From an optimization exercise on the open Yosys and OpenROAD flow, aimed at small area, a short achievable clock period and few clock cycles; shortcuts taken in it are not production practice. At most, simulation tests tie the RTL to the original design; equivalence was not proved. Function not checked in run 8: the RTL went through the layout flow alone. Power and IR drop assume default switching activity.

`flow/run.sh`:
```
#!/bin/bash
# synth_recipe.tcl (not shown) runs the flow's synth.tcl, then flattens the netlist and writes it again
# the make line also repeats each setting of config.mk as NAME=value (left out here)
make -C /OpenROAD-flow-scripts/flow DESIGN_CONFIG=/design/flow/config.mk WORK_HOME=/design/flow/orfs CLKGATE_MAP_FILE= SYNTH_SCRIPT=/design/flow/synth_recipe.tcl finish
```
`flow/config.mk`:
```
export PLATFORM = sky130hd
export DESIGN_NAME = mulDivUnit
export DESIGN_NICKNAME = mulDivUnit
export VERILOG_FILES = /design/flow/design.v
export SDC_FILE = /design/flow/constraint.sdc
export NUM_CORES = 4
export LEC_CHECK = 0
export CAP_MARGIN = 20
export CORE_MARGIN = 2
export CORE_UTILIZATION = 40
export SETUP_SLACK_MARGIN = 1.6
export SLEW_MARGIN = 20
export TNS_END_PERCENT = 5
```
`flow/constraint.sdc`:
```
create_clock -name core_clock -period 5.5 [get_ports {Clock}]
set_input_delay 1.1000 -clock core_clock [delete_from_list [all_inputs] [get_ports {Clock}]]
set_output_delay 1.1000 -clock core_clock [all_outputs]
set_load 0.01 [all_outputs]
```
`flow/design.v`:
```
`timescale 1ns/1ps
`default_nettype none
package mulDivPkg;
	typedef enum logic {
		OpMul = 1'b0,
		OpDiv = 1'b1
	} mulDivOp;
	typedef struct packed {
		logic cyc;
		logic stb;
		logic we;
		logic [4:0] adr;
		logic [32-1:0] datW;
	} wbReq;
	typedef struct packed {
		logic [32-1:0] datR;
		logic ack;
	} wbRsp;
	typedef struct packed {
		logic [32-1:0] hi;
		logic [32-1:0] lo;
	} hiLo;
endpackage
`default_nettype wire
`timescale 1ns/1ps
`default_nettype none
module mulDivUnit (
	input  logic Clock,
	input  logic rstN,
	input  logic wbCyc,
	input  logic wbStb,
	input  logic wbWe,
	input  logic [4:0] wbAdr,
	input  logic [32-1:0] wbDatW,
	output logic [32-1:0] wbDatR,
	output logic wbAck
);
	localparam int W = 32;
	logic [W-1:0] opA;
	logic [W-1:0] opB;
	logic [W-1:0] hi;      
	logic [W-1:0] lo;      
	logic [W-1:0] dvs;     
	logic selXDiv;         
	logic selXHi;          
	logic selYOne;         
	logic selYTwo;         
	logic selYLo;          
	logic inv;             
	logic cin;
	logic negA;            
	logic negQ;            
	logic exact;           
	logic divZero;
	logic sMul;
	logic sDiv;
	logic sFix1;
	logic sFix2;
	logic [4:0] count;
	logic req;
	logic wr;
	logic [2:0] word;
	logic start;
	logic last;
	logic busy;
	assign req = wbCyc && wbStb;
	assign wr = req && wbWe;
	assign word = wbAdr[4:2];
	assign wbAck = req;
	assign busy = sMul || sDiv || sFix1 || sFix2;
	assign start = wr && (word == 3'd2) && !busy;
	assign last = (sMul && count[3:0] == 4'd15) || (sFix1 && !negA && !negQ) || sFix2;
	always_comb begin
		case (word)
			3'd0: wbDatR = opA;
			3'd1: wbDatR = opB;
			3'd3: wbDatR = {{(W-2){1'b0}}, divZero, busy && !last};
			3'd4: wbDatR = lo;
			3'd5: wbDatR = hi;
			default: wbDatR = '0;
		endcase
	end
	logic [1:0] skip;
	logic bigDvs8;
	logic bigDvs16;
	logic bigDvs24;
	assign bigDvs24 = (opB[W-1:25] != {(W-25){opB[W-1]}});
	assign bigDvs16 = (opB[W-1:17] != {(W-17){opB[W-1]}});
	assign bigDvs8 = (opB[W-1:9] != {(W-9){opB[W-1]}});
	assign skip = bigDvs24 ? 2'd3 : bigDvs16 ? 2'd2 : bigDvs8 ? 2'd1 : 2'd0;
	function automatic logic [2:0] boothDigit(input logic [2:0] b);
		boothDigit[2] = (b == 3'b011) || (b == 3'b100);
		boothDigit[1] = b[2] && !(b[1] && b[0]);
		boothDigit[0] = (b == 3'b000) || (b == 3'b111);
	endfunction
	logic [W+1:0] x;
	logic [W+1:0] y;
	logic [W+1:0] sum;
	logic wrongSide;       
	assign wrongSide = hi[W-1] ^ negA;
	assign exact = negA && (dvs == '0);
	assign x = ({(W+2){selXDiv}} & {hi[W-1], hi, lo[W-1]})
		| ({(W+2){selXHi}} & {{2{hi[W-1]}}, hi});
	assign y = ({(W+2){selYOne}} & {{2{dvs[W-1]}}, dvs})
		| ({(W+2){selYTwo}} & {dvs[W-1], dvs, 1'b0})
		| ({(W+2){selYLo}} & {2'b0, lo});
	logic startMul;
	logic startDiv;
	logic nMul;
	logic nDiv;
	logic nFix1;
	logic nFix2;
	logic [2:0] digit;     
	logic nDivInv;         
	assign startMul = start && !wbDatW[0];
	assign startDiv = start && wbDatW[0] && (opB != '0);
	assign nMul = rstN && (startMul || (sMul && count[3:0] != 4'd15));
	assign nDiv = rstN && (startDiv || (sDiv && count != 5'd31));
	assign nFix1 = rstN && sDiv && count == 5'd31;
	assign nFix2 = rstN && sFix1 && (negA || negQ);
	assign digit = sMul ? boothDigit(lo[3:1]) : boothDigit({opA[1:0], 1'b0});
	assign nDivInv = sDiv ? !(sum[W-1] ^ dvs[W-1]) : !(opA[W-1] ^ opB[W-1]);
	always_ff @(posedge Clock) begin
		selXDiv <= nDiv;
		selXHi <= nMul || nFix1;
		selYOne <= nDiv || nFix1 || (nMul && !digit[2] && !digit[0]);
		selYTwo <= nMul && digit[2];
		selYLo <= nFix2;
		inv <= (nMul && digit[1]) || ((nDiv || nFix1) && nDivInv);
		cin <= (nMul && digit[1]) || ((nDiv || nFix1) && nDivInv) || nFix2;
	end
	assign sum = x + (y ^ {(W+2){inv}}) + {{(W+1){1'b0}}, cin};
	always_ff @(posedge Clock) begin
		if (!rstN) begin
			sMul <= 1'b0;
			sDiv <= 1'b0;
			sFix1 <= 1'b0;
			sFix2 <= 1'b0;
			count <= '0;
			hi <= '0;
			lo <= '0;
			divZero <= 1'b0;
		end else begin
			if (start) begin
				if (!wbDatW[0]) begin
					hi <= '0;
					lo <= opA;
					count <= '0;
					divZero <= 1'b0;
					sMul <= 1'b1;
				end else if (opB == '0) begin
					hi <= '0;
					lo <= '0;
					divZero <= 1'b1;
				end else begin
					case (skip)
						2'd3: begin
							hi <= {{8{opA[W-1]}}, opA[W-1:8]};
							lo <= {opA[7:0], {24{opA[W-1] ^ opB[W-1]}}};
						end
						2'd2: begin
							hi <= {{16{opA[W-1]}}, opA[W-1:16]};
							lo <= {opA[15:0], {16{opA[W-1] ^ opB[W-1]}}};
						end
						2'd1: begin
							hi <= {{24{opA[W-1]}}, opA[W-1:24]};
							lo <= {opA[23:0], {8{opA[W-1] ^ opB[W-1]}}};
						end
						default: begin
							hi <= {W{opA[W-1]}};
							lo <= opA;
						end
					endcase
					count <= {skip, 3'd0};
					divZero <= 1'b0;
					sDiv <= 1'b1;
				end
			end
			if (sMul) begin
				hi <= sum[W+1:2];
				lo <= {sum[1:0], lo[W-1:2]};
				count <= count + 1'b1;
				if (count[3:0] == 4'd15) sMul <= 1'b0;
			end
			if (sDiv) begin
				hi <= sum[W-1:0];
				lo <= {lo[W-2:0], sum[W+1] ^ !dvs[W-1]};
				count <= count + 1'b1;
				if (count == 5'd31) begin
					sDiv <= 1'b0;
					sFix1 <= 1'b1;
				end
			end
			if (sFix1) begin
				if (wrongSide) hi <= sum[W-1:0];
				sFix1 <= 1'b0;
				sFix2 <= negA || negQ;
			end
			if (sFix2) begin
				if (negQ ^ exact) lo <= sum[W-1:0];
				if (exact) hi <= '0;
				sFix2 <= 1'b0;
			end
		end
	end
	always_ff @(posedge Clock) begin
		if (!busy) begin
			if (start) begin
				dvs <= opB;
				negA <= opA[W-1];
				negQ <= opA[W-1] ^ opB[W-1];
			end
		end
		if (sFix1) begin
			dvs <= wrongSide ? hi : sum[W-1:0];
		end
	end
	always_ff @(posedge Clock) begin
		if (!rstN) begin
			opA <= '0;
			opB <= '0;
		end else begin
			if (wr && word == 3'd0) opA <= wbDatW;
			if (wr && word == 3'd1) opB <= wbDatW;
		end
	end
endmodule
`default_nettype wire
```
==> flow_summary.toml, run 1 <==
[status]
status = "finished clean"

[yosys]
netlist_instances = 1666
synth_top_area_share = 0.222
dominantRegCellSynth = "dfxtp_1"
yosysWarningCount = 1
synth_edf_count = 34
synth_area_um2 = 13100
async_flop_share = 0
ys_seq_area_frac = 0.300
netlist.top_cell.by_area = "dfxtp_1"
synth.area.top_cells = "dfxtp_1 (22%), a21oi_1 (8.3%), edfxtp_1 (7.8%)"
synth_nets = 1745
synth.distinct_cells = 91
syn_avg_cell_area_um2 = 7.85
synth_seq_cells = 179

[route]
drt_wl_total_mm = 50.5
via_per_inst = 6.46
drtIter0Drc = 2055
final_antenna_net_count = 0
num_vias = 13600
drcViolationCount = 0
first_pass_iters = 8
wl_per_cell_um = 24.0

[timing]
max_freq_mhz = 250
worst_pin_slew_ps = 1160
setup_viol = 0
worst_slack_ps = 1490
period_share = 0.728
finalHoldViolations = 0
rsz0062_at_grt = "true"
final_max_slew_viol_count = 0
clock_skew_ps = 9.81
relSlewSlack = 0.222
setup-tns-final_ps = 0
fin_crit_ps = 4010

[final_layout]
final_common_cell = "nand2_1"
final_cell_mix = "nand2_1 (245), a21oi_1 (213), dfxtp_1 (139)"
nFillCells = 3273
area_growth_pct = 14.1
drive_gt1_frac = 0.101
insertedDiodeCount = 0
fin_nets = 1723

[placement]
hpwl_mm = 36.4
place_ws_ps = 912
numPortBuffers = 72
gp_congestion = 1.01

[setup_path]
cp-start-kind = "input port"
reg2reg_slack_ps = 1660
max_stage_delay_ps = 550
end_kind = "primary output"
path_class = "input port to primary output"
crit_path_frequent_cell = "buf_4"
cp.required_ps = 4400
path_max_fanout = 8
crit_chain = "clkdlybuf4s18_2 -> nor3b_4 -> buf_4 -> buf_4 -> a22o_1 -> a221o_1 -> clkdlybuf4s50_1"
crit_arrival_ps = 2910
cp_slowest_cell = "clkdlybuf4s50_1"

[grt]
grt_pass1_vias = 12100
antenna_found_initial = 0
grt_overflow_total = 0
gr-usage-all-layers = 0.290
grt_pass1_wl_mm = 75.2
grt_start_max_net_pins = 86

[clocking]
cts_sinks = 179
clkTransAtPathRegs_ps = 70
clkLatencyLatePin_ps = 450
cts_root_buffer = "clkbuf_16"
cts_buffers = 17
cts_tree = "yes"
ctsLongestPathBuffers = 2
htreeDepth = 4
cts_hold_buf = 0

[flow_run]
cap_violations = 0

[die]
ioPinCount = 75
core_area_um2 = 32400
die_area_um2 = 34100
die_h_um = 185
initial_core_util = 0.404
fp-row-count = 66
die_x_um = 185

[power_and_ir_drop]
leakage_nw = 5.34
powerDensity_nw_per_um2 = 186
max-vdd-ir-drop_mv = 0.225

[worst_hold_path]
holdCritPathClass = "flop to flop"
-- state kept, by name, summed over array words and instances, names as in the netlist --
signal   flops
dvs         32
hi          32
lo          32
opA         32
opB         32
count        5
cin          1
divZero      1
inv          1
negA         1
negQ         1
sDiv         1
sFix1        1
sFix2        1
sMul         1
selXDiv      1
selXHi       1
selYLo       1
selYOne      1
selYTwo      1
-- cell families after synthesis --
kind of cell / synth area share
xor gates and xnor gates: 0.0468
DFF: 0.300
buffers and inverters: 0.0557
and+or+nand+nor: 0.191
muxes: 0.0180
AOI/OAI and AO/OA: 0.351
adders and majority gates: 0.0366
-- critical path, delay by kind of cell --
| kind | cells | cell delay, ps |
|---|---|---|
| AND/OR/NAND/NOR | 1 | 260 |
| buffers and inverters | 4 | 1200 |
| AO/OA/AOI/OAI | 2 | 330 |
-- final timing paths --
| path | startpoint | end | cells past startpoint |
|---|---|---|---|
| max | wbAdr[2] | wbDatR[19] | 7 |
| min | count[3] | count[3] | 2 |
| max reg2reg | dvs[3] | lo[8] | 8 |
| min reg2reg | count[3] | count[3] | 2 |
-- where the power goes --
| part | leakage, nW | internal, mW | switching (mW) | total [mW] |
|---|---|---|---|---|
| clock network | 0.267 | 0.650 | 0.547 | 1.20 |
| logic | 3.52 | 0.0829 | 0.137 | 0.220 |
| registers | 1.56 | 1.34 | 0.0185 | 1.36 |
-- layer usage --
layer  GRT usage  wire length [um]  vias up
met1       0.424             22000     6443
met5           0                 0        -
met2       0.426             21500      803
met4      0.0978              1570        0
li1            -                 -     6234
met3      0.0541              5410       79
-- synth_stat cells (all sizes together), types with 21 or more instances --
master,count
nand2,250
a21oi,223
dfxtp,145
nor2,127
clkbuf,118
o21ai,67
a22o,61
xnor2,54
a211oi,43
a221o,39
buf,35
ha,35
edfxtp,34
a222oi,31
nand3,30
nor3b,27
inv,26
a31oi,23
o221ai,23
nor3,22
o211ai,21
-- area by class of cell --
type / instances / area (um2) / area share
multi-input combinational: 1307 / 8700 / 0.584
clock buffer: 20 / 458 / 0.0307
clock inverter: 12 / 105 / 0.00705
inverter: 27 / 101 / 0.00680
tap: 442 / 553 / 0.0371
sequential: 179 / 3930 / 0.264
timing repair buffer: 112 / 1060 / 0.0711
-- per-stage QoR --
stage	instances	area (um2)	hold WS [ps]	util	total power, mW
4_1_cts	2090	14600	482	0.452	2.77
3_5_place_dp	2057	14000	471	0.433	1.59
3_3_place_gp	2057	14000	460	0.433	1.59
6_report	2099	14900	484	0.461	2.77
2_1_floorplan	1666	13100	403	-	1.51
5_1_grt	2099	14900	511	0.461	2.85
-- repair_timing --
item,4_1_cts,5_1_grt
setup endpoints to repair,88,98
gates cloned,0,2
buffers inserted,1,7
pin swaps,1,14
resized for setup,21,48
Testbench counts, summed over its fixed seeds: cycles 32,091.
==> run 2: changes to the inputs <==
--- a/flow/config.mk
+++ b/flow/config.mk
@@ -11,3 +11,2 @@
 export SETUP_SLACK_MARGIN = 1.6
 export SLEW_MARGIN = 20
-export TNS_END_PERCENT = 5
==> flow_summary.toml, run 2 <==
[status]
status = "finished clean"

[timing]
finalHoldViolations = 0
rsz0062_at_grt = "true"
fin_crit_ps = 3860
period_share = 0.701
clock_skew_ps = 9.64
setup_viol = 0
setup-tns-final_ps = 0
worst_pin_slew_ps = 942
final_max_slew_viol_count = 0
relSlewSlack = 0.372
max_freq_mhz = 259

[grt]
gr-usage-all-layers = 0.292
grt_pass1_wl_mm = 75.6
grt_start_max_net_pins = 86
grt_pass1_vias = 12200
antenna_found_initial = 0
grt_overflow_total = 0

[yosys]
yosysWarningCount = 1
yosys.area_share.simple = 0.191
netlist.top_cell.by_area = "dfxtp_1"
synth_area_um2 = 13100
synth_edf_count = 34
synth.mux.area_fraction = 0.0180
async_flop_share = 0
netlist_instances = 1666
synth_most_common_cell = "nand2_1"
synth_xor_area_frac = 0.0468
synthAdderAreaFrac = 0.0366
dominantRegCellSynth = "dfxtp_1"
synth_top_family_by_area = "compound AO/OA/AOI/OAI gates"
ys_seq_area_frac = 0.300
synth_nets = 1745
synth.distinct_cells = 91
synth_seq_cells = 179
synth-compound-area-share = 0.351
synth_top_area_share = 0.222
synth.area.top_cells = "dfxtp_1 (22%), a21oi_1 (8.3%), edfxtp_1 (7.8%)"
syn_avg_cell_area_um2 = 7.85
ys_top_cells_by_count = "nand2_1 (248), a21oi_1 (218), dfxtp_1 (145), nor2_1 (125), clkbuf_1 (118)"

[clocking]
cts_buffers = 17
cts_hold_buf = 0
htreeDepth = 4
clkTransAtPathRegs_ps = 70
cts_tree = "yes"
ctsLongestPathBuffers = 2
clkLatencyLatePin_ps = 450
cts_sinks = 179
cts_root_buffer = "clkbuf_16"

[route]
drcViolationCount = 0
wl_per_cell_um = 24.2
drtIter0Drc = 1882
final_antenna_net_count = 0
drt_wl_total_mm = 51.0
num_vias = 13700
first_pass_iters = 8
via_per_inst = 6.49

[placement]
dp_cells = 2057
numPortBuffers = 72
gp_congestion = 1.01
hpwl_mm = 36.4
placed_area_um2 = 14000

[die]
die_x_um = 185
ioPinCount = 75
core_area_um2 = 32400
die_area_um2 = 34100
initial_core_util = 0.404
die_h_um = 185
fp-row-count = 66

[setup_path]
path_class = "input port to primary output"
path_max_fanout = 31
cp.required_ps = 4400
crit_arrival_ps = 2760
crit_chain = "buf_2 -> and3b_1 -> buf_6 -> a22o_1 -> a221o_1 -> clkdlybuf4s50_1"
max_stage_delay_ps = 500
cp_slowest_cell = "clkdlybuf4s50_1"
cp-start-kind = "input port"
end_kind = "primary output"

[flow_run]
cap_violations = 0

[power_and_ir_drop]
power_mw = 2.78
max-vdd-ir-drop_mv = 0.225
powerDensity_nw_per_um2 = 184
leakage_nw = 5.60

[final_layout]
drive_gt1_frac = 0.110
fin_nets = 1733
fin_util = 0.466
final_common_cell = "nand2_1"
fin_cells = 2109
area_growth_pct = 15.3
final_cell_mix = "nand2_1 (246), a21oi_1 (212), dfxtp_1 (139)"
insertedDiodeCount = 0
fin_area_um2 = 15100

[worst_hold_path]
holdCritPathClass = "flop to flop"
## run 2: where the power goes
group / switching (mW) / internal, mW / leakage, nW / total [mW]
clock network: 0.551 / 0.650 / 0.267 / 1.20
registers: 0.0187 / 1.34 / 1.56 / 1.36
logic: 0.136 / 0.0820 / 3.77 / 0.218
total: 0.705 / 2.07 / 5.60 / 2.78
## run 2: worst max-delay path: cells and delay by family
kind | cells | cell delay [ps]
buffers and inverters | 3 | 900
AOI/OAI and AO/OA | 2 | 510
and+or+nand+nor | 1 | 220
## run 2: routing by layer
metal,up-vias,share of wire,GRT usage
met4,0,0.040,0.109
li1,6262,-,-
met5,-,0,0
met2,850,0.42,0.426
met1,6471,0.42,0.427
met3,108,0.11,0.0529
## run 2: timing repair
action                     4_1_cts  5_1_grt
pin swaps                        5       28
setup endpoints to repair       88       72
buffers inserted                 5       13
gates cloned                     1        1
resized for setup               62       43
## run 2: area by class of cell
type / count / area [um2]
Multi-Input combinational cell: 1308 / 8770
Clock buffer: 20 / 458
Fill cell: 3271 / 17300
Timing Repair Buffer: 121 / 1150
Sequential cell: 179 / 3930
Tap cell: 442 / 553
Clock inverter: 12 / 105
Inverter: 27 / 101
## run 2: metrics by stage
step / hold slack (ps) / setup WS (ps)
final: 483 / 1640
after global routing: 511 / 1580
after CTS: 482 / 1540
after detailed placement: 471 / 912
after global placement: 460 / 905
after floorplan: 403 / 1860
## run 2: kinds of logic (layout without fill, tap and decap cells)
| kind of cell | count (synthesis) | after routing |
|---|---|---|
| mux | 23 | 23 |
| buf+inv | 180 | 180 |
| compound gates | 645 | 645 |
| fa+ha+maj | 37 | 37 |
| xor+xnor | 69 | 69 |
| flops | 179 | 179 |
| simple gates | 533 | 534 |
## run 2: worst paths after layout
check / from / to / slack (ps) / cells after the start
worst max-delay path: wbAdr[3] / wbDatR[21] / 1640 / 6
worst min-delay path: count[3] / count[3] / 480 / 2
worst max register to register: selYLo / dvs[23] / 1740 / 14
worst min register to register: count[3] / count[3] / 480 / 2
==> run 3: changes to the inputs <==
--- a/flow/config.mk
+++ b/flow/config.mk
@@ -9,4 +9,5 @@
 export CORE_MARGIN = 2
 export CORE_UTILIZATION = 40
+export CTS_BUF_LIST = sky130_fd_sc_hd__clkbuf_4 sky130_fd_sc_hd__clkbuf_8
 export SETUP_SLACK_MARGIN = 1.6
 export SLEW_MARGIN = 20
==> flow_summary.toml, run 3 <==
[status]
status = "finished clean"

[power_and_ir_drop]
powerDensity_nw_per_um2 = 169
internal-power_mw = 1.83
max-vdd-ir-drop_mv = 0.155
power_frac_clock = 0.372
comb_power_share = 0.087
power.switching_mw = 0.675
p_seq_frac = 0.541
sw_frac_of_total = 0.269
power_mw = 2.51
leakage_nw = 5.50

[timing]
finalHoldViolations = 0
final_max_slew_viol_count = 0
period_share = 0.700
max_freq_mhz = 260
clock_skew_ps = 21.7
setup-tns-final_ps = 0
whs_ps = 489
worst_pin_slew_ps = 1130
rsz0062_at_grt = "true"
setup_viol = 0
relSlewSlack = 0.246
fin_crit_ps = 3850

[clocking]
clkTransAtPathRegs_ps = 90
cts_sinks = 179
htreeDepth = 4
cts_hold_buf = 0
cts_buffers = 17
cts_tree = "yes"
ctsLongestPathBuffers = 2
cts_root_buffer = "clkbuf_8"
clkLatencyLatePin_ps = 510

[yosys]
synth_nets = 1745
netlist.top_cell.by_area = "dfxtp_1"
synth_most_common_cell = "nand2_1"
ys_top_cells_by_count = "nand2_1 (248), a21oi_1 (218), dfxtp_1 (145), nor2_1 (125), clkbuf_1 (118)"
netlist_instances = 1666
synth_area_um2 = 13100
ys_seq_area_frac = 0.300
synth_seq_cells = 179
synth.distinct_cells = 91
async_flop_share = 0
syn_avg_cell_area_um2 = 7.85
synth_top_area_share = 0.222
yosysWarningCount = 1
synth_edf_count = 34
dominantRegCellSynth = "dfxtp_1"
synth.area.top_cells = "dfxtp_1 (22%), a21oi_1 (8.3%), edfxtp_1 (7.8%)"

[placement]
numPortBuffers = 72
hpwl_mm = 36.4
gp_congestion = 1.01

[route]
num_vias = 13700
drcViolationCount = 0
drtIter0Drc = 2037
first_pass_iters = 7
wl_per_cell_um = 24.1
drt_wl_total_mm = 50.6
via_per_inst = 6.50
final_antenna_net_count = 0

[final_layout]
nFillCells = 3295
final_common_cell = "nand2_1"
final_cell_mix = "nand2_1 (245), a21oi_1 (212), dfxtp_1 (139)"
drive_gt1_frac = 0.110
fin_nets = 1727
insertedDiodeCount = 0
area_growth_pct = 13.3

[setup_path]
crit_arrival_ps = 2750
cp.required_ps = 4400
reg2reg_slack_ps = 1660
r2r_start = "selYOne"
path_max_fanout = 31
r2r_cells = 13
end_kind = "primary output"
r2r_end = "dvs[27]"
cp-start-kind = "input port"
path_class = "input port to primary output"

[grt]
gr-usage-all-layers = 0.292
grt_pass1_wl_mm = 75.4
antenna_found_initial = 0
grt_overflow_total = 0
grt_start_max_net_pins = 86
grt_pass1_vias = 12200

[flow_run]
cap_violations = 0

[die]
die_x_um = 185
die_area_um2 = 34100
fp-row-count = 66
core_area_um2 = 32400
initial_core_util = 0.404
die_h_um = 185
ioPinCount = 75

[worst_hold_path]
holdCritPathClass = "flop to flop"
hold_path_end = "count[3]"
holdPathStages = 2
hp-start = "count[3]"
==> run 3: cell counts after synthesis <==
Identical to the previous run, type by type.
==> run 3: kinds of logic after synthesis <==
logic type / share of synthesized area
DFF: 0.300
and+or+nand+nor: 0.191
adders and majority gates: 0.0366
AOI/OAI and AO/OA: 0.351
xor gates and xnor gates: 0.0468
buffers and inverters: 0.0557
muxes: 0.0180
==> run 3: metrics by stage <==
| step | utilization | std cells | worst slack (ps) | area (um2) |
|---|---|---|---|---|
| floorplan | - | 1666 | 1860 | 13100 |
| global placement | 0.433 | 2057 | 905 | 14000 |
| detailed placement | 0.433 | 2057 | 912 | 14000 |
| CTS | 0.449 | 2094 | 1590 | 14500 |
| global route | 0.458 | 2103 | 1480 | 14800 |
| finish | 0.458 | 2103 | 1650 | 14800 |
==> run 3: critical path, stage by stage <==
cell	delay, ps
buf_2	220
and3b_1	220
buf_6	180
a22o_1	220
a221o_1	300
clkdlybuf4s50_1	490
==> run 3: power by group through the flow <==
stage                     Sequential [mW]  Clock, mW  Combinational, mW
after floorplan                      1.38          0              0.136
after global placement               1.39          0              0.209
after detailed placement             1.39          0              0.209
after CTS                            1.35      0.935              0.213
after global routing                 1.36      0.981              0.232
final                                1.36      0.932              0.218
==> run 3: worst max-delay path by stage <==
stage / start / to / slack (ps) / depth (start not counted)
3_5_place_dp: wbAdr[2] / wbDatR[26] / 910 / 6
3_3_place_gp: wbAdr[2] / wbDatR[26] / 900 / 6
5_1_grt: selYLo / dvs[27] / 1480 / 14
6_report: wbAdr[3] / wbDatR[21] / 1650 / 6
4_1_cts: wbAdr[4] / wbDatR[11] / 1590 / 5
2_1_floorplan: selYOne / dvs[30] / 1860 / 17
==> run 3: repair_timing <==
action | CTS | global route
setup endpoints to repair | 88 | 67
buffers inserted | 4 | 9
gates cloned | 1 | 0
gates resized for setup | 60 | 46
pin swaps | 5 | 24
==> run 3: routing by layer <==
layer / GRT usage / up-vias / part of all wire
li1: - / 6242 / -
met1: 0.427 / 6514 / 0.44
met2: 0.423 / 801 / 0.42
met3: 0.0537 / 104 / 0.10
met4: 0.108 / 0 / 0.037
met5: 0 / - / 0
==> run 3: layout make-up <==
cell class,instances,area (um2),share of cell area
multi-input combinational,1307,8750,0.591
sequential,179,3930,0.266
timing repair buffer,116,1090,0.0733
tap,442,553,0.0373
clock buffer,19,249,0.0168
clock inverter,13,135,0.00912
inverter,27,101,0.00684
==> run 4: changes to the inputs <==
==> flow/flow/run.sh (new file) <==
#!/bin/bash
# The standard layout (standard.sh: the standard synthesis, floorplan, power
# grid, placement, clock tree, routing), with one change: the buffers that
# buffer_ports puts on every input and output port are sky130_fd_sc_hd__buf_2
# cells instead of the delay buffers it picks by default, which are larger and
# slower. The full make output goes to standard_make.log in the work folder.
set -euo pipefail
bash standard.sh "BUFFER_PORTS_ARGS=-buffer_cell sky130_fd_sc_hd__buf_2" finish > standard_make.log 2>&1
test -f out/final.def
==> flow/standard.sh (new file) <==
#!/bin/bash
# synth_recipe.tcl (not shown) runs the flow's synth.tcl, then flattens the netlist and writes it again
# the make line also repeats each setting of config.mk as NAME=value (left out here)
make -C /OpenROAD-flow-scripts/flow DESIGN_CONFIG=/design/flow/config.mk WORK_HOME=/design/flow/orfs CLKGATE_MAP_FILE= SYNTH_SCRIPT=/design/flow/synth_recipe.tcl "${@:-finish}"
--- a/flow/config.mk
+++ b/flow/config.mk
@@ -9,5 +9,4 @@
 export CORE_MARGIN = 2
 export CORE_UTILIZATION = 40
-export CTS_BUF_LIST = sky130_fd_sc_hd__clkbuf_4 sky130_fd_sc_hd__clkbuf_8
 export SETUP_SLACK_MARGIN = 1.6
 export SLEW_MARGIN = 20
removed: flow/run.sh
==> flow_summary.toml, run 4 <==
[status]
status = "finished clean"

[setup_path]
cp.required_ps = 5840
reg2reg_slack_ps = 1620
path_max_fanout = 22
end_kind = "flop"
crit_arrival_ps = 4220
path_class = "flop to flop"
r2r_start = "dvs[3]"
endpoint = "lo[9]"
r2r_end = "lo[9]"
cp-start-kind = "flop"
startpoint = "dvs[3]"
r2r_cells = 8

[die]
fp-row-count = 66
core_area_um2 = 32400
die_x_um = 185
ioPinCount = 75
die_area_um2 = 34100
initial_core_util = 0.404
die_h_um = 185

[timing]
whs_ps = 481
setup_viol = 0
max_freq_mhz = 258
worst_pin_slew_ps = 1040
final_max_slew_viol_count = 0
setup-tns-final_ps = 0
period_share = 0.706
finalHoldViolations = 0
relSlewSlack = 0.302
fin_crit_ps = 3880
rsz0062_at_grt = "true"
clock_skew_ps = 14.2

[final_layout]
area_growth_pct = 13.2
final_cell_mix = "nand2_1 (246), a21oi_1 (210), dfxtp_1 (139)"
fin_nets = 1736
insertedDiodeCount = 0
fin_cells = 2112
drive_gt1_frac = 0.160
final_common_cell = "nand2_1"

[yosys]
yosysWarningCount = 1
syn_avg_cell_area_um2 = 7.85
dominantRegCellSynth = "dfxtp_1"
synth_nets = 1745
synth.distinct_cells = 91
ys_top_cells_by_count = "nand2_1 (248), a21oi_1 (218), dfxtp_1 (145), nor2_1 (125), clkbuf_1 (118)"
netlist.top_cell.by_area = "dfxtp_1"
netlist_instances = 1666
ys_seq_area_frac = 0.300
synth_area_um2 = 13100
synth_most_common_cell = "nand2_1"
synth_seq_cells = 179
synth_edf_count = 34
async_flop_share = 0
synth_top_area_share = 0.222
synth.area.top_cells = "dfxtp_1 (22%), a21oi_1 (8.3%), edfxtp_1 (7.8%)"

[grt]
antenna_found_initial = 0
grt_pass1_vias = 12100
grt_start_max_net_pins = 75
gr-usage-all-layers = 0.289
grt_overflow_total = 0
grt_pass1_wl_mm = 74.9

[route]
drcViolationCount = 0
final_antenna_net_count = 0
num_vias = 13600
first_pass_iters = 7
drt_wl_total_mm = 50.6
wl_per_cell_um = 23.9
via_per_inst = 6.45
drtIter0Drc = 2180

[clocking]
htreeDepth = 4
clkLatencyLatePin_ps = 450
clkTransAtPathRegs_ps = 70
cts_tree = "yes"
cts_sinks = 179
ctsLongestPathBuffers = 2
cts_root_buffer = "clkbuf_16"
cts_buffers = 17

[power_and_ir_drop]
power.switching_mw = 0.705
sw_frac_of_total = 0.254
internal-power_mw = 2.07
p_seq_frac = 0.488
comb_power_share = 0.072
power_frac_clock = 0.440
max-vdd-ir-drop_mv = 0.218
powerDensity_nw_per_um2 = 188
power_mw = 2.78
leakage_nw = 5.46

[placement]
gp_congestion = 0.975
numPortBuffers = 72
hpwl_mm = 36.6
dp_cells = 2058

[flow_run]
cap_violations = 0

[worst_hold_path]
holdCritPathClass = "flop to flop"
hp-start = "count[3]"
[run 4: what timing repair did]
item	4_1_cts	5_1_grt
buffers inserted	2	18
hold buffers	0	0
pin swaps	3	32
cloned	0	2
endpoints found under the setup margin	46	71
gates resized for setup	17	57
[run 4: power by group through the flow]
stage / combinational [mW] / clock [mW] / sequential, mW
global route: 0.214 / 1.28 / 1.36
CTS: 0.193 / 1.24 / 1.36
floorplan: 0.136 / 0 / 1.38
global placement: 0.190 / 0 / 1.39
detailed placement: 0.192 / 0 / 1.39
finish: 0.200 / 1.22 / 1.36
[run 4: cells by family after synthesis]
logic type | after synthesis | share of synthesized area
compound gates | 645 | 0.351
xor+xnor | 69 | 0.0468
fa+ha+maj | 37 | 0.0366
buf+inv | 180 | 0.0557
flops | 179 | 0.300
mux | 23 | 0.0180
simple gates | 533 | 0.191
[run 4: metal layers]
| metal | track usage | share of wire |
|---|---|---|
| met2 | 0.415 | 0.42 |
| met3 | 0.0417 | 0.10 |
| met5 | 0 | 0 |
| met4 | 0.117 | 0.040 |
| met1 | 0.430 | 0.44 |
[run 4: worst min-delay path by stage]
stage / slack, ps / end / cells after the start
6_report: 480 / count[3] / 2
5_1_grt: 510 / count[3] / 2
4_1_cts: 490 / count[3] / 2
3_5_place_dp: 480 / count[3] / 2
3_3_place_gp: 460 / count[3] / 2
2_1_floorplan: 400 / negA / 0
[run 4: cell type report]
class                           instances  area (um2)
Clock buffer                           20         437
Clock inverter                         12         134
Fill cell                            3359       17600
Inverter                               27         101
Multi-Input combinational cell       1309        8860
Sequential cell                       179        3930
Tap cell                              442         553
Timing Repair Buffer                  123         781
[run 4: through the flow]
step	util	setup slack, ps	instance area (um2)
after global placement	0.421	1400	13600
after CTS	0.442	1550	14300
after detailed placement	0.421	1390	13600
after floorplan	-	1860	13100
final	0.457	1620	14800
after global routing	0.457	1540	14800
[run 4: worst max-delay path, cell delays in order (launching register included)]
cell and delay, ps:
edfxtp_1 420, nor4_1 910, nand4_1 250, nor4_1 550
and4_1 340, xnor2_1 330, nand2b_2 600, o211ai_1 160
and3_1 220
==> run 5: changes to the inputs <==
--- a/flow/config.mk
+++ b/flow/config.mk
@@ -9,4 +9,5 @@
 export CORE_MARGIN = 2
 export CORE_UTILIZATION = 40
+export CTS_BUF_LIST = sky130_fd_sc_hd__clkbuf_4 sky130_fd_sc_hd__clkbuf_8
 export SETUP_SLACK_MARGIN = 1.6
 export SLEW_MARGIN = 20
==> flow_summary.toml, run 5 <==
[clocking]
clkLatencyLatePin_ps = 490
clkTransAtPathRegs_ps = 90
htreeDepth = 4
cts_hold_buf = 0
cts_tree = "yes"
cts_root_buffer = "clkbuf_8"
cts_sinks = 179
cts_buffers = 17
ctsLongestPathBuffers = 2

[timing]
max_freq_mhz = 259
setup-tns-final_ps = 0
setup_viol = 0
fin_crit_ps = 3870
worst_slack_ps = 1630
clock_skew_ps = 20.4
rsz0062_at_grt = "true"
period_share = 0.703
final_max_slew_viol_count = 0
worst_pin_slew_ps = 1060
finalHoldViolations = 0
relSlewSlack = 0.287
whs_ps = 488

[yosys]
syn_avg_cell_area_um2 = 7.85
synth.area.top_cells = "dfxtp_1 (22%), a21oi_1 (8.3%), edfxtp_1 (7.8%)"
dominantRegCellSynth = "dfxtp_1"
ys_top_cells_by_count = "nand2_1 (248), a21oi_1 (218), dfxtp_1 (145), nor2_1 (125), clkbuf_1 (118)"
synth_area_um2 = 13100
netlist.top_cell.by_area = "dfxtp_1"
async_flop_share = 0
synth_most_common_cell = "nand2_1"
netlist_instances = 1666
synth_nets = 1745
synth_top_area_share = 0.222
synth_seq_cells = 179
synth_edf_count = 34
ys_seq_area_frac = 0.300
synth.distinct_cells = 91
yosysWarningCount = 1

[route]
drcViolationCount = 0
drt_wl_total_mm = 50.6
first_pass_iters = 10
wl_per_cell_um = 24.0
drtIter0Drc = 2124
final_antenna_net_count = 0
via_per_inst = 6.47
num_vias = 13700

[setup_path]
end_kind = "flop"
path_class = "flop to flop"
cp-start-kind = "flop"
cp.required_ps = 5880
crit_arrival_ps = 4250
path_max_fanout = 22

[power_and_ir_drop]
powerDensity_nw_per_um2 = 171
max-vdd-ir-drop_mv = 0.141
power_mw = 2.50
leakage_nw = 5.36

[grt]
grt_pass1_wl_mm = 75.0
grt_pass1_vias = 12100
grt_start_max_net_pins = 75
antenna_found_initial = 0
gr-usage-all-layers = 0.289
grt_overflow_total = 0

[placement]
gp_congestion = 0.975
numPortBuffers = 72
place_ws_ps = 1390
hpwl_mm = 36.6

[final_layout]
final_cell_mix = "nand2_1 (247), a21oi_1 (209), dfxtp_1 (139)"
final_common_cell = "nand2_1"
nFillCells = 3391
insertedDiodeCount = 0
area_growth_pct = 11.7
fin_nets = 1734
seq_area_um2 = 3930
multi_input_area_um2 = 8860
drive_gt1_frac = 0.162

[die]
core_area_um2 = 32400
die_h_um = 185
die_area_um2 = 34100
fp-row-count = 66
ioPinCount = 75
die_x_um = 185
initial_core_util = 0.404

[flow_run]
cap_violations = 0

[worst_hold_path]
holdCritPathClass = "flop to flop"

[status]
status = "finished clean"
run 5: cell counts after synthesis:
No cell type changed its count.
run 5: layout make-up:
cell class / count / share of cell area
clock buffers: 20 / 0.0176
clock inverters: 12 / 0.00917
inverters: 27 / 0.00694
multi-input cells: 1309 / 0.607
flip-flops and latches: 179 / 0.269
well taps: 442 / 0.0379
repair buffers: 121 / 0.0525
run 5: worst paths after layout:
path,startpoint,endpoint,slack (ps),cells past startpoint
max,dvs[3],lo[15],1630,8
min,count[3],count[3],490,2
max reg2reg,dvs[3],lo[15],1630,8
min reg2reg,count[3],count[3],490,2
run 5: logic make-up after synthesis:
logic type	Yosys count	share of synthesized area
mux	23	0.0180
flops	179	0.300
buf+inv	180	0.0557
fa+ha+maj	37	0.0366
xor+xnor	69	0.0468
simple gates	533	0.191
compound gates	645	0.351
run 5: what timing repair did:
item | in CTS | in global routing
gates cloned | 0 | 2
setup endpoints to repair | 47 | 73
resized for setup | 17 | 57
buffers inserted | 3 | 15
pin swaps | 5 | 27
run 5: report_power, final:
part	switching [mW]	leakage, nW	internal (mW)	total [mW]
clock network	0.517	0.198	0.421	0.938
registers	0.0188	1.56	1.34	1.36
logic	0.136	3.61	0.0644	0.200
total	0.672	5.36	1.82	2.50
run 5: worst max-delay path: stages, from the launching register on:
cell and delay (ps):
edfxtp_1 430, nor4_1 920, nand4_1 230, nor4_1 540, and4_1 340, xnor2_1 340
nand2b_2 600, o211ai_1 160, and3_1 210
run 5: metal layers:
layer / part of all wire / up-vias / GRT usage / wire length, um
met5: 0 / - / 0 / 0
met4: 0.042 / 0 / 0.112 / 2130
met3: 0.099 / 106 / 0.0440 / 5000
met2: 0.42 / 781 / 0.415 / 21200
met1: 0.44 / 6513 / 0.432 / 22300
li1: - / 6252 / - / -
run 5: through the flow:
| stage | utilization | cell area, um2 | cells |
|---|---|---|---|
| after floorplan | - | 13100 | 1666 |
| after global placement | 0.421 | 13600 | 2058 |
| after detailed placement | 0.421 | 13600 | 2058 |
| after CTS | 0.437 | 14100 | 2093 |
| after global routing | 0.451 | 14600 | 2110 |
| final | 0.451 | 14600 | 2110 |
==> run 6: changes to the inputs <==
--- a/flow/config.mk
+++ b/flow/config.mk
@@ -8,5 +8,5 @@
 export CAP_MARGIN = 20
 export CORE_MARGIN = 2
-export CORE_UTILIZATION = 40
+export CORE_UTILIZATION = 50
 export CTS_BUF_LIST = sky130_fd_sc_hd__clkbuf_4 sky130_fd_sc_hd__clkbuf_8
 export SETUP_SLACK_MARGIN = 1.6
==> flow_summary.toml, run 6 <==
[timing]
fin_crit_ps = 3810
period_share = 0.692
whs_ps = 475
clock_skew_ps = 19.8
worst_slack_ps = 1690
setup-tns-final_ps = 0
final_max_slew_viol_count = 0
max_freq_mhz = 263
worst_pin_slew_ps = 1050
finalHoldViolations = 0
relSlewSlack = 0.296
rsz0062_at_grt = "true"
setup_viol = 0

[die]
die_h_um = 166
core_area_um2 = 25800
initial_core_util = 0.506
fp-row-count = 59
die_x_um = 166
ioPinCount = 75
die_area_um2 = 27500

[yosys]
async_flop_share = 0
netlist_instances = 1666
synthAdderAreaFrac = 0.0366
netlist.top_cell.by_area = "dfxtp_1"
synth_nets = 1745
syn_avg_cell_area_um2 = 7.85
synth_edf_count = 34
synth.area.top_cells = "dfxtp_1 (22%), a21oi_1 (8.3%), edfxtp_1 (7.8%)"
synth.mux.area_fraction = 0.0180
ys_top_cells_by_count = "nand2_1 (248), a21oi_1 (218), dfxtp_1 (145), nor2_1 (125), clkbuf_1 (118)"
yosys.area_share.simple = 0.191
synth_top_area_share = 0.222
synth_top_family_by_area = "compound AO/OA/AOI/OAI gates"
synth.distinct_cells = 91
synth_area_um2 = 13100
dominantRegCellSynth = "dfxtp_1"
ys_seq_area_frac = 0.300
synth_most_common_cell = "nand2_1"
synth_xor_area_frac = 0.0468
yosysWarningCount = 1
synth_seq_cells = 179
synth-compound-area-share = 0.351

[grt]
grt_pass1_wl_mm = 76.4
grt_pass1_vias = 12200
grt_overflow_total = 0
grt_start_max_net_pins = 75
antenna_found_initial = 1
gr-usage-all-layers = 0.356

[route]
wl_per_cell_um = 25.4
drcViolationCount = 0
drtIter0Drc = 2181
final_antenna_net_count = 0
first_pass_iters = 9
drt_wl_total_mm = 50.8
num_vias = 13600
via_per_inst = 6.80

[setup_path]
cp-start-kind = "input port"
cp.required_ps = 4400
path_max_fanout = 29
crit_arrival_ps = 2710
path_class = "input port to primary output"
end_kind = "primary output"

[power_and_ir_drop]
max-vdd-ir-drop_mv = 0.209
p_seq_frac = 0.530
internal-power_mw = 1.88
power_frac_clock = 0.393
leakage_nw = 5.36
comb_power_share = 0.078
power.switching_mw = 0.683
powerDensity_nw_per_um2 = 178
sw_frac_of_total = 0.267
power_mw = 2.56

[clocking]
ctsLongestPathBuffers = 2
cts_sinks = 179
cts_tree = "yes"
clkTransAtPathRegs_ps = 100
cts_buffers = 17
htreeDepth = 4
clkLatencyLatePin_ps = 480
cts_root_buffer = "clkbuf_8"

[placement]
dp_cells = 1952
gp_congestion = 0.976
numPortBuffers = 72
hpwl_mm = 36.2
place_ws_ps = 1090
placed_area_um2 = 13500

[final_layout]
fin_area_um2 = 14400
fin_nets = 1732
drive_gt1_frac = 0.154
nFillCells = 2554
final_cell_mix = "nand2_1 (246), a21oi_1 (212), dfxtp_1 (138)"
fin_util = 0.557
area_growth_pct = 9.99
final_common_cell = "nand2_1"
fin_cells = 2002

[flow_run]
cap_violations = 0

[status]
status = "finished clean"

[worst_hold_path]
holdCritPathClass = "flop to flop"
## run 6: path summary, 6_finish.rpt
kind,startpoint,end,slack [ps],cells after the start
setup / recovery,wbAdr[2],wbDatR[26],1690,6
hold / removal,count[3],count[3],470,2
setup reg to reg,opB[31],lo[30],1740,9
hold reg to reg,count[3],count[3],470,2
## run 6: power groups by stage
stage	Sequential (mW)	Clock [mW]	Combinational, mW
2_1_floorplan	1.38	0	0.136
3_3_place_gp	1.39	0	0.190
3_5_place_dp	1.39	0	0.191
4_1_cts	1.35	1.01	0.193
5_1_grt	1.36	1.07	0.215
6_report	1.36	1.00	0.199
## run 6: critical path, cell delays in order
cell and delay (ps):
buf_2 190, nor2b_1 240, nor2b_2 290, buf_6 320, a221o_1 360, buf_2 190
## run 6: cells by family (layout without fill, tap and decap cells)
group | count (synthesis) | after routing
buffers and inverters | 180 | 179
adders and majority gates | 37 | 37
other | 0 | 2
DFF | 179 | 179
muxes | 23 | 23
and+or+nand+nor | 533 | 533
xor gates and xnor gates | 69 | 69
AOI/OAI and AO/OA | 645 | 645
## run 6: area by class of cell
type / count / area, um2 / share of cell area
Antenna cell: 2 / 5.00 / 0.000348
Clock buffer: 20 / 263 / 0.0183
Multi-Input combinational cell: 1307 / 8740 / 0.608
Sequential cell: 179 / 3940 / 0.274
Inverter: 27 / 101 / 0.00705
Timing Repair Buffer: 121 / 756 / 0.0526
Tap cell: 335 / 419 / 0.0292
Clock inverter: 11 / 153 / 0.0106
## run 6: repair_timing
item / 4_1_cts / 5_1_grt
setup endpoints to repair: 62 / 55
setup buffers: 1 / 15
hold buffers: 0 / 0
gates resized for setup: 10 / 46
pin swaps: 1 / 19
## run 6: metal layers
layer,global-route usage,share of wire,vias to the layer above
met3,0.0836,0.12,94
met2,0.485,0.40,869
met1,0.542,0.45,6416
li1,-,-,6244
met5,0,0,-
met4,0.129,0.035,0
==> run 7: changes to the inputs <==
--- a/flow/flow/run.sh
+++ b/flow/flow/run.sh
@@ -6,4 +6,4 @@
 # slower. The full make output goes to standard_make.log in the work folder.
 set -euo pipefail
-bash standard.sh "BUFFER_PORTS_ARGS=-buffer_cell sky130_fd_sc_hd__buf_2" finish > standard_make.log 2>&1
+bash standard.sh "BUFFER_PORTS_ARGS=-buffer_cell sky130_fd_sc_hd__buf_1" finish > standard_make.log 2>&1
 test -f out/final.def
--- a/flow/config.mk
+++ b/flow/config.mk
@@ -8,5 +8,5 @@
 export CAP_MARGIN = 20
 export CORE_MARGIN = 2
-export CORE_UTILIZATION = 50
+export CORE_UTILIZATION = 40
 export CTS_BUF_LIST = sky130_fd_sc_hd__clkbuf_4 sky130_fd_sc_hd__clkbuf_8
 export SETUP_SLACK_MARGIN = 1.6
==> flow_summary.toml, run 7 <==
[power_and_ir_drop]
max-vdd-ir-drop_mv = 0.226
comb_power_share = 0.075
powerDensity_nw_per_um2 = 182
power.switching_mw = 0.653
leakage_nw = 5.17
internal-power_mw = 2.00
p_seq_frac = 0.510
sw_frac_of_total = 0.246
power_mw = 2.66
power_frac_clock = 0.415

[die]
die_area_um2 = 34100
die_h_um = 185
initial_core_util = 0.404
ioPinCount = 75
core_area_um2 = 32400
die_x_um = 185
fp-row-count = 66

[setup_path]
path_buf_inv = 1
max_stage_delay_ps = 450
cp_slowest_cell = "ha_1"
crit_chain = "buf_6 -> a222oi_1 -> xnor2_1 -> ha_1 -> and4_1 -> nand2_1 -> a311oi_1 -> o21a_1 -> o21bai_2 -> o21ai_4 -> o41ai_2 -> xnor2_2 -> mux2i_1 -> a21oi_1"
crit_arrival_ps = 4140
path_delay_family = "compound AO/OA/AOI/OAI gates"
end_kind = "flop"
cp.required_ps = 5840
path_max_fanout = 27
path_class = "flop to flop"
cp-start-kind = "flop"

[yosys]
ys_top_cells_by_count = "nand2_1 (248), a21oi_1 (218), dfxtp_1 (145), nor2_1 (125), clkbuf_1 (118)"
dominantRegCellSynth = "dfxtp_1"
syn_avg_cell_area_um2 = 7.85
synth_most_common_cell = "nand2_1"
synth.area.top_cells = "dfxtp_1 (22%), a21oi_1 (8.3%), edfxtp_1 (7.8%)"
ys_seq_area_frac = 0.300
netlist.top_cell.by_area = "dfxtp_1"
async_flop_share = 0
synth.distinct_cells = 91
yosysWarningCount = 1
synth_top_area_share = 0.222
synth_edf_count = 34
synth_nets = 1745
netlist_instances = 1666
synth_seq_cells = 179
synth_area_um2 = 13100

[placement]
gp_congestion = 0.960
place_ws_ps = 1370
hpwl_mm = 36.5
numPortBuffers = 72

[route]
drt_wl_total_mm = 50.7
via_per_inst = 6.44
first_pass_iters = 9
drcViolationCount = 0
drtIter0Drc = 2050
wl_per_cell_um = 24.0
num_vias = 13600
final_antenna_net_count = 0

[timing]
worst_pin_slew_ps = 1020
relSlewSlack = 0.320
setup_viol = 0
fin_crit_ps = 3810
period_share = 0.692
finalHoldViolations = 0
worst_slack_ps = 1690
clock_skew_ps = 18.1
max_freq_mhz = 263
final_max_slew_viol_count = 0
setup-tns-final_ps = 0
rsz0062_at_grt = "true"

[grt]
grt_overflow_total = 0
grt_pass1_wl_mm = 75.8
grt_start_max_net_pins = 71
grt_pass1_vias = 12200
gr-usage-all-layers = 0.293
antenna_found_initial = 0

[flow_run]
cap_violations = 0

[clocking]
htreeDepth = 4
clkLatencyLatePin_ps = 500
cts_sinks = 179
cts_hold_buf = 0
cts_buffers = 17
cts_root_buffer = "clkbuf_8"
clkTransAtPathRegs_ps = 90
cts_tree = "yes"
ctsLongestPathBuffers = 2

[final_layout]
final_cell_mix = "nand2_1 (246), a21oi_1 (210), dfxtp_1 (140)"
drive_gt1_frac = 0.115
insertedDiodeCount = 0
final_common_cell = "nand2_1"
nFillCells = 3346
fin_nets = 1736
area_growth_pct = 11.5

[worst_hold_path]
holdCritPathClass = "flop to flop"

[status]
status = "finished clean"
-- run 7: metal layers --
layer / vias up / part of all wire / GRT usage
met5: - / 0 / 0
met4: 0 / 0.043 / 0.142
met3: 106 / 0.10 / 0.0368
met2: 835 / 0.42 / 0.424
met1: 6397 / 0.43 / 0.428
li1: 6257 / - / -
-- run 7: cell families after synthesis --
| family | Yosys count | share of synthesized area |
|---|---|---|
| compound gates | 645 | 0.351 |
| mux | 23 | 0.0180 |
| flops | 179 | 0.300 |
| simple gates | 533 | 0.191 |
| buf+inv | 180 | 0.0557 |
| fa+ha+maj | 37 | 0.0366 |
| xor+xnor | 69 | 0.0468 |
-- run 7: final cells by class --
type | instances | area, um2 | area share
Tap cell | 442 | 553 | 0.0379
Inverter | 27 | 101 | 0.00695
Multi-Input combinational cell | 1308 | 8820 | 0.605
Clock buffer | 24 | 312 | 0.0214
Timing Repair Buffer | 124 | 693 | 0.0475
Clock inverter | 8 | 170 | 0.0117
Sequential cell | 179 | 3930 | 0.270
-- run 7: worst paths after layout --
check / from / to / slack (ps) / depth (start not counted)
max reg2reg: selYLo / dvs[27] / 1690 / 14
min: count[3] / count[3] / 480 / 2
min reg2reg: count[3] / count[3] / 480 / 2
max: selYLo / dvs[27] / 1690 / 14
-- run 7: what timing repair did --
item | 4_1_cts | 5_1_grt
gates resized for setup | 20 | 46
cloned | 1 | 0
pin swaps | 3 | 27
setup endpoints to repair | 60 | 59
buffers inserted | 1 | 20
-- run 7: tightest hold or removal path, stage by stage (launching register included) --
cell and delay, ps:
dfxtp_1 330, nand2_1 60, a21oi_1 50
-- run 7: power groups by stage --
stage,Clock [mW],Sequential (mW),Combinational (mW)
global route,1.15,1.36,0.212
global placement,0,1.39,0.188
finish,1.10,1.36,0.198
floorplan,0,1.38,0.136
CTS,1.10,1.35,0.191
detailed placement,0,1.39,0.190
-- run 7: stage by stage --
step	instances	utilization	hold slack [ps]	instance area (um2)
6_report	2112	0.450	481	14600
5_1_grt	2112	0.450	507	14600
4_1_cts	2092	0.438	476	14200
3_5_place_dp	2058	0.419	463	13600
3_3_place_gp	2058	0.419	460	13600
2_1_floorplan	1666	-	403	13100
==> run 8: changes to the inputs <==
--- a/flow/design.v
+++ b/flow/design.v
@@ -82,11 +82,13 @@
 	end
 	logic [1:0] skip;
+	logic opBZero;
+	logic [1:0] skipW;
 	logic bigDvs8;
 	logic bigDvs16;
 	logic bigDvs24;
-	assign bigDvs24 = (opB[W-1:25] != {(W-25){opB[W-1]}});
-	assign bigDvs16 = (opB[W-1:17] != {(W-17){opB[W-1]}});
-	assign bigDvs8 = (opB[W-1:9] != {(W-9){opB[W-1]}});
-	assign skip = bigDvs24 ? 2'd3 : bigDvs16 ? 2'd2 : bigDvs8 ? 2'd1 : 2'd0;
+	assign bigDvs24 = (wbDatW[W-1:25] != {(W-25){wbDatW[W-1]}});
+	assign bigDvs16 = (wbDatW[W-1:17] != {(W-17){wbDatW[W-1]}});
+	assign bigDvs8 = (wbDatW[W-1:9] != {(W-9){wbDatW[W-1]}});
+	assign skipW = bigDvs24 ? 2'd3 : bigDvs16 ? 2'd2 : bigDvs8 ? 2'd1 : 2'd0;
 	function automatic logic [2:0] boothDigit(input logic [2:0] b);
 		boothDigit[2] = (b == 3'b011) || (b == 3'b100);
@@ -114,5 +116,5 @@
 	logic nDivInv;         
 	assign startMul = start && !wbDatW[0];
-	assign startDiv = start && wbDatW[0] && (opB != '0);
+	assign startDiv = start && wbDatW[0] && !opBZero;
 	assign nMul = rstN && (startMul || (sMul && count[3:0] != 4'd15));
 	assign nDiv = rstN && (startDiv || (sDiv && count != 5'd31));
@@ -149,5 +151,5 @@
 					divZero <= 1'b0;
 					sMul <= 1'b1;
-				end else if (opB == '0) begin
+				end else if (opBZero) begin
 					hi <= '0;
 					lo <= '0;
@@ -220,7 +222,13 @@
 			opA <= '0;
 			opB <= '0;
+			skip <= 2'd0;
+			opBZero <= 1'b1;
 		end else begin
 			if (wr && word == 3'd0) opA <= wbDatW;
-			if (wr && word == 3'd1) opB <= wbDatW;
+			if (wr && word == 3'd1) begin
+				opB <= wbDatW;
+				skip <= skipW;
+				opBZero <= (wbDatW == '0);
+			end
 		end
 	end
==> flow/run.sh (new file) <==
#!/bin/bash
# synth_recipe.tcl (not shown) runs the flow's synth.tcl, then flattens the netlist and writes it again
# the make line also repeats each setting of config.mk as NAME=value (left out here)
make -C /OpenROAD-flow-scripts/flow DESIGN_CONFIG=/design/flow/config.mk WORK_HOME=/design/flow/orfs CLKGATE_MAP_FILE= SYNTH_SCRIPT=/design/flow/synth_recipe.tcl finish
--- a/flow/config.mk
+++ b/flow/config.mk
@@ -9,5 +9,4 @@
 export CORE_MARGIN = 2
 export CORE_UTILIZATION = 40
-export CTS_BUF_LIST = sky130_fd_sc_hd__clkbuf_4 sky130_fd_sc_hd__clkbuf_8
 export SETUP_SLACK_MARGIN = 1.6
 export SLEW_MARGIN = 20
removed: flow/flow/run.sh
removed: flow/standard.sh
==> flow_summary.toml, run 8 <==
[clocking]
clkLatencyLatePin_ps = 450
htreeDepth = 4
ctsLongestPathBuffers = 2
cts_sinks = 182
clkTransAtPathRegs_ps = 70
cts_buffers = 17
cts_tree = "yes"
cts_root_buffer = "clkbuf_16"

[power_and_ir_drop]
power.switching_mw = 0.695
power_frac_clock = 0.455
sw_frac_of_total = 0.245
max-vdd-ir-drop_mv = 0.215
comb_power_share = 0.057
leakage_nw = 5.46
powerDensity_nw_per_um2 = 181
internal-power_mw = 2.14
p_seq_frac = 0.488

[setup_path]
cp-start-kind = "input port"
crit_arrival_ps = 2740
r2r_cells = 12
path_max_fanout = 31
path_class = "input port to primary output"
r2r_end = "dvs[28]"
reg2reg_slack_ps = 1680
cp.required_ps = 4400
end_kind = "primary output"
r2r_start = "selYLo"

[placement]
numPortBuffers = 72
gp_congestion = 0.936
dp_cells = 2161
hpwl_mm = 39.0
placed_area_um2 = 14500

[final_layout]
insertedDiodeCount = 0
fin_cells = 2220
drive_gt1_frac = 0.0931
final_common_cell = "nand2_1"
area_growth_pct = 15.6
fin_area_um2 = 15600
fin_nets = 1838
fin_util = 0.468
final_cell_mix = "nand2_1 (272), a21oi_1 (193), nor2_1 (143)"

[yosys]
yosysWarningCount = 1
async_flop_share = 0
ys_seq_area_frac = 0.294
synth_nets = 1844
netlist.top_cell.by_area = "dfxtp_1"
synth_area_um2 = 13500
netlist_instances = 1765
synth_most_common_cell = "nand2_1"
synth_edf_count = 34
synth.distinct_cells = 80
synth_top_area_share = 0.219
dominantRegCellSynth = "dfxtp_1"
syn_avg_cell_area_um2 = 7.67
synth_seq_cells = 182
ys_top_cells_by_count = "nand2_1 (274), a21oi_1 (198), dfxtp_1 (148), clkbuf_1 (144), nor2_1 (143)"
synth.area.top_cells = "dfxtp_1 (22%), nand2_1 (7.6%), edfxtp_1 (7.5%)"

[route]
drtIter0Drc = 2203
wl_per_cell_um = 24.5
final_antenna_net_count = 0
drt_wl_total_mm = 54.4
via_per_inst = 6.67
drcViolationCount = 0
num_vias = 14800
first_pass_iters = 6

[die]
initial_core_util = 0.405
die_area_um2 = 35300
fp-row-count = 67
die_h_um = 188
core_area_um2 = 33400
ioPinCount = 75
die_x_um = 188

[grt]
grt_pass1_vias = 13100
grt_overflow_total = 0
gr-usage-all-layers = 0.297
grt_pass1_wl_mm = 81.0
grt_start_max_net_pins = 90
antenna_found_initial = 0

[worst_hold_path]
holdCritPathClass = "flop to flop"
hp-start = "count[3]"
holdPathStages = 2
hold_path_end = "count[3]"

[timing]
final_max_slew_viol_count = 0
rsz0062_at_grt = "true"
period_share = 0.699
setup_viol = 0
clock_skew_ps = 11.3
max_freq_mhz = 260
worst_pin_slew_ps = 1020
setup-tns-final_ps = 0
finalHoldViolations = 0
relSlewSlack = 0.318
fin_crit_ps = 3840

[status]
status = "finished clean"

[flow_run]
cap_violations = 0
run 8: worst max path at each step:
| stage | startpoint | end | slack, ps | cells after the start |
|---|---|---|---|---|
| global placement | selYOne | dvs[28] | 930 | 13 |
| global route | dvs[0] | dvs[28] | 1580 | 13 |
| floorplan | selYOne | dvs[28] | 1830 | 15 |
| finish | wbAdr[3] | wbDatR[17] | 1660 | 6 |
| CTS | dvs[0] | dvs[28] | 1550 | 13 |
| detailed placement | selYOne | dvs[28] | 940 | 13 |
run 8: area by class of cell:
cell class,instances,area [um2]
Inverter,29,109
Timing Repair Buffer,138,1290
Tap cell,448,561
Fill cell,3350,17800
Clock buffer,19,464
Sequential cell,182,4000
Clock inverter,13,140
Multi-Input combinational cell,1391,9080
run 8: worst max-delay path, cell delays in order:
cell and delay, ps:
clkbuf_4 190, and3b_1 210, buf_8 190, a22o_1 250, a221o_1 300, clkdlybuf4s50_1 490
run 8: power groups by stage:
stage	clock (mW)	sequential, mW	combinational, mW
after CTS	1.29	1.38	0.157
after floorplan	0	1.40	0.0800
after global routing	1.35	1.38	0.172
after global placement	0	1.41	0.152
final	1.29	1.38	0.162
after detailed placement	0	1.41	0.153
run 8: timing repair:
item / CTS / global route
pin swaps: 15 / 24
hold buffers: 0 / 0
endpoints found under the setup margin: 69 / 74
gates cloned: 1 / 3
gates resized for setup: 44 / 36
buffers inserted: 7 / 16
run 8: through the flow:
step | setup slack [ps] | hold WS [ps] | power [mW]
2_1_floorplan | 1830 | 406 | 1.48
3_3_place_gp | 927 | 451 | 1.56
3_5_place_dp | 939 | 461 | 1.57
4_1_cts | 1550 | 476 | 2.83
5_1_grt | 1580 | 506 | 2.90
6_report | 1660 | 473 | 2.83
run 8: logic make-up after synthesis:
kind of cell	share of synthesized area
simple gates	0.212
fa+ha+maj	0.0353
mux	0.0356
flops	0.294
compound gates	0.331
buf+inv	0.0544
xor+xnor	0.0380
run 8: layer usage:
layer	GRT usage	up-vias	share of wire
met5	0	-	0
met2	0.441	972	0.42
met4	0.129	0	0.049
met3	0.0633	167	0.12
li1	-	6656	-
met1	0.415	7019	0.41

## what the ideal ports hide
Ports are ideal in the flow. The routed layouts listed here were re-timed in OpenROAD. Step 1: set_driving_cell puts a clkbuf_16 on Clock and a buf_2 on each other input, an assumption about the parent block. Step 2 times the ports against the registers' clock, not the clock port: input delays grow and output delays shrink by t, the midpoint of the rising clock arrivals with the driver on. Three values: ideal ports, drivers, drivers and shift; two values: the first two.
| run | shift t [ns] | slack for setup (ns) | clock arrival spread, ns | worst register clock-pin slew, ns |
|---|---|---|---|---|
| run 1 | 0.496 | 1.494 / 1.472 / 1.234 | 0.010 / 0.010 | 0.07 / 0.07 |
| run 2 | 0.496 | 1.644 / 1.621 / 1.316 | 0.010 / 0.010 | 0.07 / 0.07 |
| run 3 | 0.550 | 1.649 / 1.626 / 1.249 | 0.022 / 0.021 | 0.11 / 0.11 |
| run 4 | 0.492 | 1.619 / 1.619 / 1.305 | 0.015 / 0.015 | 0.08 / 0.08 |
| run 5 | 0.533 | 1.634 / 1.634 / 1.301 | 0.021 / 0.020 | 0.11 / 0.11 |
| run 6 | 0.517 | 1.692 / 1.672 / 1.267 | 0.020 / 0.020 | 0.11 / 0.11 |
| run 7 | 0.539 | 1.692 / 1.669 / 1.335 | 0.018 / 0.018 | 0.10 / 0.10 |
| run 8 | 0.495 | 1.655 / 1.630 / 1.266 | 0.012 / 0.012 | 0.08 / 0.08 |
After both steps setup and hold are still met in every run listed. For run 6, which loses most, drivers alone change the setup slack by -0.020 ns; drivers and shift together by -0.425 ns.
